This is an optimization exercise on Yosys and OpenROAD, whose aim is small area, a short achievable clock period and few clock cycles per item, not a production implementation.
Function was checked by simulation only, so behaviour that the tests miss may differ from the original.

## run A
## heap_alloc_top
module heap_alloc_top (
  input  wire logic                      clk_i,
  input  wire logic                      rst_ni,
  input  wire heap_pkg::alloc_strategy_e strategy_i,
  input  wire logic                      req_valid_i,
  input  wire heap_pkg::heap_req_t       req_i,
  output logic                           req_ready_o,
  output logic                           rsp_valid_o,
  output heap_pkg::heap_rsp_t            rsp_o,
  input  wire logic                      rsp_ready_i
);
Size: ~42 I/O pins, ~33000 um^2 of cells after synthesis.
Settings: LEC_CHECK=0, CAP_MARGIN=20, CORE_MARGIN=2, CORE_UTILIZATION=40, SETUP_SLACK_MARGIN=5, SLEW_MARGIN=20; clock period 10.0 ns.
run.sh (not shown) runs the stock make flow with config.mk's settings and CLKGATE_MAP_FILE= SYNTH_SCRIPT=/design/flow/synth_recipe.tcl, a recipe that flattens the netlist after the stock synthesis.
Testbench counts of run A, summed over its fixed seeds: cycles 5,116, ops 4,800.
--- input diff run A..run B ---
diff --git a/flow/design.v b/flow/design.v
--- a/flow/design.v
+++ b/flow/design.v
@@ -101,26 +101,26 @@
       n_hi[v] = (pd_n_q[7:3] == 5'(v)) && pd_alloc_q;
     end
     for (int i = 0; i < 128; i++) begin
       dec_x[i] = x_hi[i/8] && x_lo[i%8];
       dec_n[i] = n_hi[i/8] && n_lo[i%8];
     end
   end
   always_comb begin
     for (int i = 0; i < 128; i++) begin
       if (i == 1) begin
         blk_d[i]  = 1'b1;
-        free_d[i] = (free_q[i] && !(pd_alloc_q && dec_x[i])) || (pd_free_q && dec_x[i]);
+        free_d[i] = (free_q[i] && !(pd_alloc_q && dec_x[i+1])) || (pd_free_q && dec_x[i]);
       end else if (i >= 4 && i <= 125) begin
         blk_d[i]  = blk_q[i] || (dec_n[i] && !(be[i] || be[i+1] || be[i+2]));
-        free_d[i] = (free_q[i] && !(pd_alloc_q && dec_x[i])) || (pd_free_q && dec_x[i]) ||
+        free_d[i] = (free_q[i] && !(pd_alloc_q && dec_x[i+1])) || (pd_free_q && dec_x[i]) ||
                     (dec_n[i] && !(be[i] || be[i+1] || be[i+2]));
       end else begin
         blk_d[i]  = 1'b0;
         free_d[i] = 1'b0;
       end
     end
   end
   always_ff @(posedge clk_i) begin
     if (!rst_ni) begin
       blk_q  <= 128'h2;
       free_q <= 128'h2;
@@ -153,71 +153,70 @@
   assign w5 = w4 | ({256{t_w[4]}} & (l16 | {{16{1'b1}}, w4[255:16]}));
   assign w6 = w5 | ({256{t_w[5]}} & (l32 | {{32{1'b1}}, w5[255:32]}));
   assign w7 = w6 | ({256{t_w[6]}} & (l64 | {{64{1'b1}}, w6[255:64]}));
   always_ff @(posedge clk_i) begin
     win_q <= w7[127:0];
   end
   logic [127:0] fit, cand;
   always_comb begin
     fit  = '0;
     cand = '0;
     for (int i = 0; i < 127; i++) begin
-      fit[i]  = free_d[i] && !win_q[i];
-      cand[i] = free_d[i] && !win_q[i] && (!ex_best_q || win_q[i+1]);
+      fit[i+1]  = free_d[i] && !win_q[i];
+      cand[i+1] = free_d[i] && !win_q[i] && (!ex_best_q || win_q[i+1]);
     end
   end
   logic       any_fit, any_cand;
-  logic [6:0] f_idx;   
+  logic [6:0] f1_idx;   
   assign any_fit = |fit;
   heap_lowest_slot lowest_i (
     .v_i   (cand),
     .any_o (any_cand),
-    .idx_o (f_idx)
+    .idx_o (f1_idx)
   );
   logic alloc_ok, can_exec, done, ex_out, ws_out;
   assign alloc_ok = ex_alloc_q && !ex_big_q && any_cand;
   assign can_exec = ex_v_q && !win_ex;
   assign done     = !ex_alloc_q || ex_big_q || !ex_best_q || !any_fit || any_cand;
   assign adv      = can_exec && done && (!rsp_valid_o || rsp_ready_i);
   assign ex_out   = !ex_v_q || adv;   
   assign ws_out   = !ws_v_q || ex_out;
   logic [6:0] ns_g, ns_p;
   logic [7:0] ns_c;
   logic [7:0] n_sum;
   always_comb begin
-    ns_g = f_idx & ex_val_q;
-    ns_p = f_idx ^ ex_val_q;
-    ns_c[0] = 1'b1;
+    ns_g = f1_idx & ex_val_q;
+    ns_p = f1_idx ^ ex_val_q;
+    ns_c[0] = 1'b0;
     for (int b = 0; b < 7; b++) begin
       logic run;   
       ns_c[b+1] = ns_g[b];
       run = ns_p[b];
       for (int a = b - 1; a >= 0; a--) begin
         ns_c[b+1] = ns_c[b+1] | (run & ns_g[a]);
         run = run & ns_p[a];
       end
-      ns_c[b+1] = ns_c[b+1] | run;   
     end
     n_sum = {ns_c[7], ns_p ^ ns_c[6:0]};
   end
   always_ff @(posedge clk_i) begin
     if (!rst_ni) begin
       pd_alloc_q <= 1'b0;
       pd_free_q  <= 1'b0;
     end else begin
       pd_alloc_q <= adv && alloc_ok;
       pd_free_q  <= adv && !ex_alloc_q;
     end
   end
   always_ff @(posedge clk_i) begin
-    pd_x_q <= ex_alloc_q ? f_idx : ex_val_q;
+    pd_x_q <= ex_alloc_q ? f1_idx : ex_val_q;
     pd_n_q <= n_sum;
   end
   always_ff @(posedge clk_i) begin
     if (!rst_ni) begin
       tl_v_q <= 1'b0;
       ws_v_q <= 1'b0;
       ex_v_q <= 1'b0;
       ex_w_q <= 1'b0;
     end else begin
       if (ex_out) begin
         ex_v_q <= ws_v_q;
@@ -263,23 +262,23 @@
       rs_v_q <= 1'b0;
     end else if (adv) begin
       rs_v_q <= 1'b1;
     end else if (rsp_ready_i) begin
       rs_v_q <= 1'b0;
     end
   end
   always_ff @(posedge clk_i) begin
     if (adv) begin
       rs_q.is_alloc <= ex_alloc_q;
       rs_q.ok       <= !ex_alloc_q || alloc_ok;
-      rs_q.ptr      <= alloc_ok ? {6'd0, f_idx + 7'd1, 3'd0} : 16'd0;
+      rs_q.ptr      <= alloc_ok ? {6'd0, f1_idx, 3'd0} : 16'd0;
     end
   end
   assign rsp_valid_o = rs_v_q;
   assign rsp_o       = rs_q;
 endmodule
 module heap_lowest_slot (
   input  wire logic [127:0] v_i,
   output logic              any_o,
   output logic [6:0]        idx_o
 );
   logic [63:0] a1; logic [63:0] i1;         
--- outcome ---
Run comparison: run B main combinational cell family by area after synthesis simple AND/OR/NAND/NOR gates; run A main combinational cell family by area after synthesis compound AO/OA/AOI/OAI gates
Run B: multi-input gate share of total cell area 1.6 points above run A
Run A -> run B: count of placed standard cells in the final layout, fillers left out increased by a little under 10%
Run B against run A: clock tree skew after final layout went down by 0.013 ns; cell area grew by about 6.5%; via density per instance rose by 6.7%.
Testbench counts of run B, summed over its fixed seeds: cycles 5,116, ops 4,800.

==> separate check: timing with driven ports <==
The results above use ideal ports. As a check the final layouts listed here were re-extracted and re-timed, cells and wires unchanged. Step 1, drivers: a clkbuf_16 drives clk_i and a buf_2 each remaining input, both assumed. Step 2 adds t to the input delays and takes it off the output delays; t is the mean of the earliest and latest rising clock arrival at the registers after step 1. Input paths then give back, and output paths get back, about the clock's delay inside the block. Three values: ideal, step 1, step 2; two values: the first two.
run | t (ns) | setup slack, ns | latest minus earliest clock arrival (ns)
run A | 0.675 | 4.847 / 4.847 / 4.586 | 0.046 / 0.046
run B | 0.714 | 4.856 / 4.856 / 4.464 | 0.032 / 0.032
After both steps every run listed still meets setup and hold. For run B, which loses most, drivers alone change the setup slack by 0.000 ns; drivers and shift together by -0.392 ns.
